This design comes from an exercise in tuning for small area and a short achievable clock period on the open sky130 flow, not from production work. RTL that was checked went through simulation tests only; none was proved equivalent to the original.

## nn_mac_engine
module nn_mac_engine #(
  parameter int unsigned DW      = 8,
  parameter int unsigned N_LANES = 4,
  parameter int unsigned ACC_W   = 24,
  parameter int unsigned LEN_W   = 8,
  parameter int unsigned SH_W    = 5
) (
  input  logic                    clk,
  input  logic                    rst,
  input  logic                    start,
  input  logic [LEN_W-1:0]        len,
  input  logic [SH_W-1:0]         shift,
  input  logic                    relu_en,
  input  logic [N_LANES*DW-1:0]   in_a,
  input  logic [N_LANES*DW-1:0]   in_b,
  input  logic                    in_valid,
  output logic                    in_ready,
  output logic [DW-1:0]           out_data,
  output logic                    out_valid,
  input  logic                    out_ready,
  output logic                    busy,
  output logic                    done
);
For scale: ~95 I/O pins, about 12000 um2 of cells after synthesis.
export LEC_CHECK = 0
export ABC_CLOCK_PERIOD_IN_PS = 4500
export CAP_MARGIN = 20
export CORE_MARGIN = 2
export CORE_UTILIZATION = 40
export PLACE_DENSITY = 0.6
export SETUP_SLACK_MARGIN = 3.0
export SLEW_MARGIN = 20
export SYNTH_HIERARCHICAL = 1
create_clock -name core_clock -period 7.5 [get_ports {clk}]
standard.sh (not shown) runs the stock make flow with config.mk's settings and CLKGATE_MAP_FILE= SYNTH_SCRIPT=/design/flow/synth_recipe.tcl, a recipe that flattens the netlist after the stock synthesis.
==> flow/flow/run.sh <==
#!/bin/bash
# Layout flow: the standard layout (standard.sh, unchanged synthesis), except that the
# buffers ORFS puts on the ports are the smallest plain buffer, buf_1, instead of the default
# delay-style buffer; the resizer may still size them up where timing needs it.
set -euo pipefail
bash standard.sh BUFFER_PORTS_ARGS="-buffer_cell sky130_fd_sc_hd__buf_1" finish > standard.log 2>&1
Change:
Settings changed: ABC_CLOCK_PERIOD_IN_PS 4500 to 4000, SETUP_SLACK_MARGIN 3.0 to 3.5.
=> Cell area climbs by 5.0%. Clock skew stays flat. First-iteration DRC count climbs by 26%. Register-to-register slack gets better by 0.33 ns. Final cell count climbs by 1.2%. Hold slack hardly moves. Worst setup slack gets better by 0.24 ns. Die area is unchanged. Area after synthesis stays the same. Routed wire length climbs by 3.3%. Clock-buffer cell count climbs by 2.
No run of this note included a check of the RTL's function; only the layout flow was run.

========
Setup of run A:
nn_mac_engine, a different RTL version from the one above (not shown whole).
Size: roughly 95 I/O pins, roughly 11,000 sq um of cells after synthesis.
export LEC_CHECK = 0
export ABC_CLOCK_PERIOD_IN_PS = 4000
export CAP_MARGIN = 20
export CORE_MARGIN = 2
export CORE_UTILIZATION = 40
export PLACE_DENSITY = 0.6
export SETUP_SLACK_MARGIN = 3.6
export SLEW_MARGIN = 20
export SYNTH_HIERARCHICAL = 1
create_clock -name core_clock -period 7.5 [get_ports {clk}]
Scripts as last shown in full above: flow/flow/run.sh
Run A finished every step from synthesis to the final layout, and the layout passed the timing, DRC and antenna checks.
--- input diff run A..run B ---
diff --git a/flow/config.mk b/flow/config.mk
--- a/flow/config.mk
+++ b/flow/config.mk
@@ -11,5 +11,5 @@
 export CORE_UTILIZATION = 40
 export PLACE_DENSITY = 0.6
-export SETUP_SLACK_MARGIN = 3.6
+export SETUP_SLACK_MARGIN = 3.5
 export SLEW_MARGIN = 20
 export SYNTH_HIERARCHICAL = 1
==> comparison <==
Going from run A to run B, number of logic stages on the critical path including buffering decreased by 1 relative to the old numbers; utilization now smaller; routed wire length now sits higher. Between run A and run B, maximum operating frequency decreased. Run B -> run A: count of inserted tapcells flat. Run B ended up with a lower final non-filler cell area than run A did. Summary of the comparison: period utilization is higher in run B, relative to run A. Comparing run A and run B, the higher post-cts sizing count was measured on run A.
Input-level comparison between run C and run B:
diff --git a/flow/config.mk b/flow/config.mk
--- a/flow/config.mk
+++ b/flow/config.mk
@@ -7,9 +7,9 @@
 export LEC_CHECK = 0
 export ABC_CLOCK_PERIOD_IN_PS = 4000
-export CAP_MARGIN = 20
+export CAP_MARGIN = 5
 export CORE_MARGIN = 2
 export CORE_UTILIZATION = 40
 export PLACE_DENSITY = 0.6
 export SETUP_SLACK_MARGIN = 3.5
-export SLEW_MARGIN = 20
+export SLEW_MARGIN = 5
 export SYNTH_HIERARCHICAL = 1
Reported for run C and run B, buffers inserted during post-CTS setup optimization turned out identical to the last digit.
Area of the core came out exactly the same in run C and run B.
Final-layout clock buffer total: run B vs run C identical

========
Another version of the RTL of nn_mac_engine (not shown whole).
For scale: ~1100 cells after synthesis, ~95 I/O pins, about 12000 um^2 of cells after synthesis.
==> flow/config.mk <==
export PLATFORM = sky130hd
export DESIGN_NAME = nn_mac_engine
export DESIGN_NICKNAME = nn_mac_engine
export VERILOG_FILES = /design/flow/design.v
export SDC_FILE = /design/flow/constraint.sdc
export NUM_CORES = 4
export LEC_CHECK = 0
export ABC_CLOCK_PERIOD_IN_PS = 4000
export CAP_MARGIN = 20
export CORE_MARGIN = 2
export CORE_UTILIZATION = 40
export PLACE_DENSITY = 0.6
export SETUP_SLACK_MARGIN = 3.5
export SLEW_MARGIN = 20
export SYNTH_HIERARCHICAL = 1
==> flow/constraint.sdc <==
create_clock -name core_clock -period 7.5 [get_ports {clk}]
set_input_delay 1.5000 -clock core_clock [delete_from_list [all_inputs] [get_ports {clk}]]
set_output_delay 1.5000 -clock core_clock [all_outputs]
set_load 0.01 [all_outputs]
Scripts as last shown in full above: flow/flow/run.sh
Next try:
==> flow/run.sh (new file) <==
#!/bin/bash
# synth_recipe.tcl (not shown) runs the flow's synth.tcl, then flattens the netlist and writes it again
# the make line also repeats each setting of config.mk as NAME=value (left out here)
make -C /OpenROAD-flow-scripts/flow DESIGN_CONFIG=/design/flow/config.mk WORK_HOME=/design/flow/orfs CLKGATE_MAP_FILE= SYNTH_SCRIPT=/design/flow/synth_recipe.tcl finish
removed: flow/flow/run.sh
removed: flow/standard.sh
Outcome: The changed run produced a clean layout. Wire length went up by 0.51%. Area after synthesis is unchanged. Cell area went up by 4.5%.

========
Another version of the RTL of nn_mac_engine (not shown whole).
Size: about 95 I/O pins, about 0.012 mm^2 of cells after synthesis.
==> flow/config.mk <==
export PLATFORM = sky130hd
export DESIGN_NAME = nn_mac_engine
export DESIGN_NICKNAME = nn_mac_engine
export VERILOG_FILES = /design/flow/design.v
export SDC_FILE = /design/flow/constraint.sdc
export NUM_CORES = 4
export LEC_CHECK = 0
export ABC_CLOCK_PERIOD_IN_PS = 4000
export CAP_MARGIN = 20
export CORE_MARGIN = 2
export CORE_UTILIZATION = 40
export CTS_BUF_LIST = sky130_fd_sc_hd__clkbuf_8 sky130_fd_sc_hd__clkbuf_16
export PLACE_DENSITY = 0.6
export SETUP_SLACK_MARGIN = 3.5
export SLEW_MARGIN = 20
export SYNTH_HIERARCHICAL = 1
==> flow/constraint.sdc <==
create_clock -name core_clock -period 7.5 [get_ports {clk}]
set_input_delay 1.5000 -clock core_clock [delete_from_list [all_inputs] [get_ports {clk}]]
set_output_delay 1.5000 -clock core_clock [all_outputs]
set_load 0.01 [all_outputs]
==> flow/flow/run.sh <==
#!/bin/bash
# Layout flow: the standard layout (standard.sh, unchanged synthesis), except that the
# buffers ORFS puts on the ports are the smallest plain buffer, buf_1, instead of the default
# delay-style buffer; the resizer may still size them up where timing needs it.
set -euo pipefail
bash standard.sh BUFFER_PORTS_ARGS="-buffer_cell sky130_fd_sc_hd__buf_1" finish > standard.log 2>&1
The first run completed without violations.
Edit:
--- a/flow/config.mk
+++ b/flow/config.mk
@@ -12 +11,0 @@
-export CTS_BUF_LIST = sky130_fd_sc_hd__clkbuf_8 sky130_fd_sc_hd__clkbuf_16
Outcome: The changed run passed the timing, DRC and antenna checks. Area after synthesis does not change. Clock skew stays the same. Wire length barely changes. Via count is unchanged. Final area does not change. Sequential cell count does not change. Register-to-register slack barely changes. Sequential share of layout area stays the same.

==> separate check: timing with driven ports <==
No port has a modelled driver above. Below, the same layouts with a new extraction and two added sets of constraints. Step 1 assumes that a clkbuf_16 drives the clock port and a buf_2 every other input. Step 2 moves the port delays by t, midway between the first and last clock arrival at a register: inputs arrive t later, outputs are due t later. That takes back most of the time a late clock gives input paths. Slacks: ideal / step 1 / step 2; pairs: ideal / step 1.
run	t, ns	slack for setup (ns)	worst hold slack (ns)	latest minus earliest clock arrival (ns)
the first run of note 1	0.403	3.174 / 3.196 / 2.792	0.561 / 0.561 / 0.561	0.011 / 0.011
the second run of note 1	0.395	3.413 / 3.367 / 3.147	0.562 / 0.562 / 0.562	0.013 / 0.013
run A	0.388	3.582 / 3.580 / 3.254	0.539 / 0.539 / 0.539	0.013 / 0.013
run B	0.396	3.566 / 3.566 / 3.199	0.537 / 0.537 / 0.537	0.011 / 0.011
run C	0.396	3.566 / 3.566 / 3.199	0.537 / 0.537 / 0.537	0.011 / 0.011
the first run of note 3	0.477	3.428 / 3.380 / 3.079	0.549 / 0.549 / 0.549	0.017 / 0.017
the second run of note 3	0.466	3.462 / 3.416 / 3.063	0.558 / 0.558 / 0.558	0.013 / 0.012
the first run of note 4	0.400	3.542 / 3.564 / 3.164	0.553 / 0.553 / 0.553	0.011 / 0.010
the second run of note 4	0.400	3.542 / 3.564 / 3.164	0.553 / 0.553 / 0.553	0.011 / 0.010
After both steps setup and hold are still met in every run listed. For the second run of note 3, which loses most, drivers alone change the setup slack by -0.046 ns; drivers and shift together by -0.399 ns.
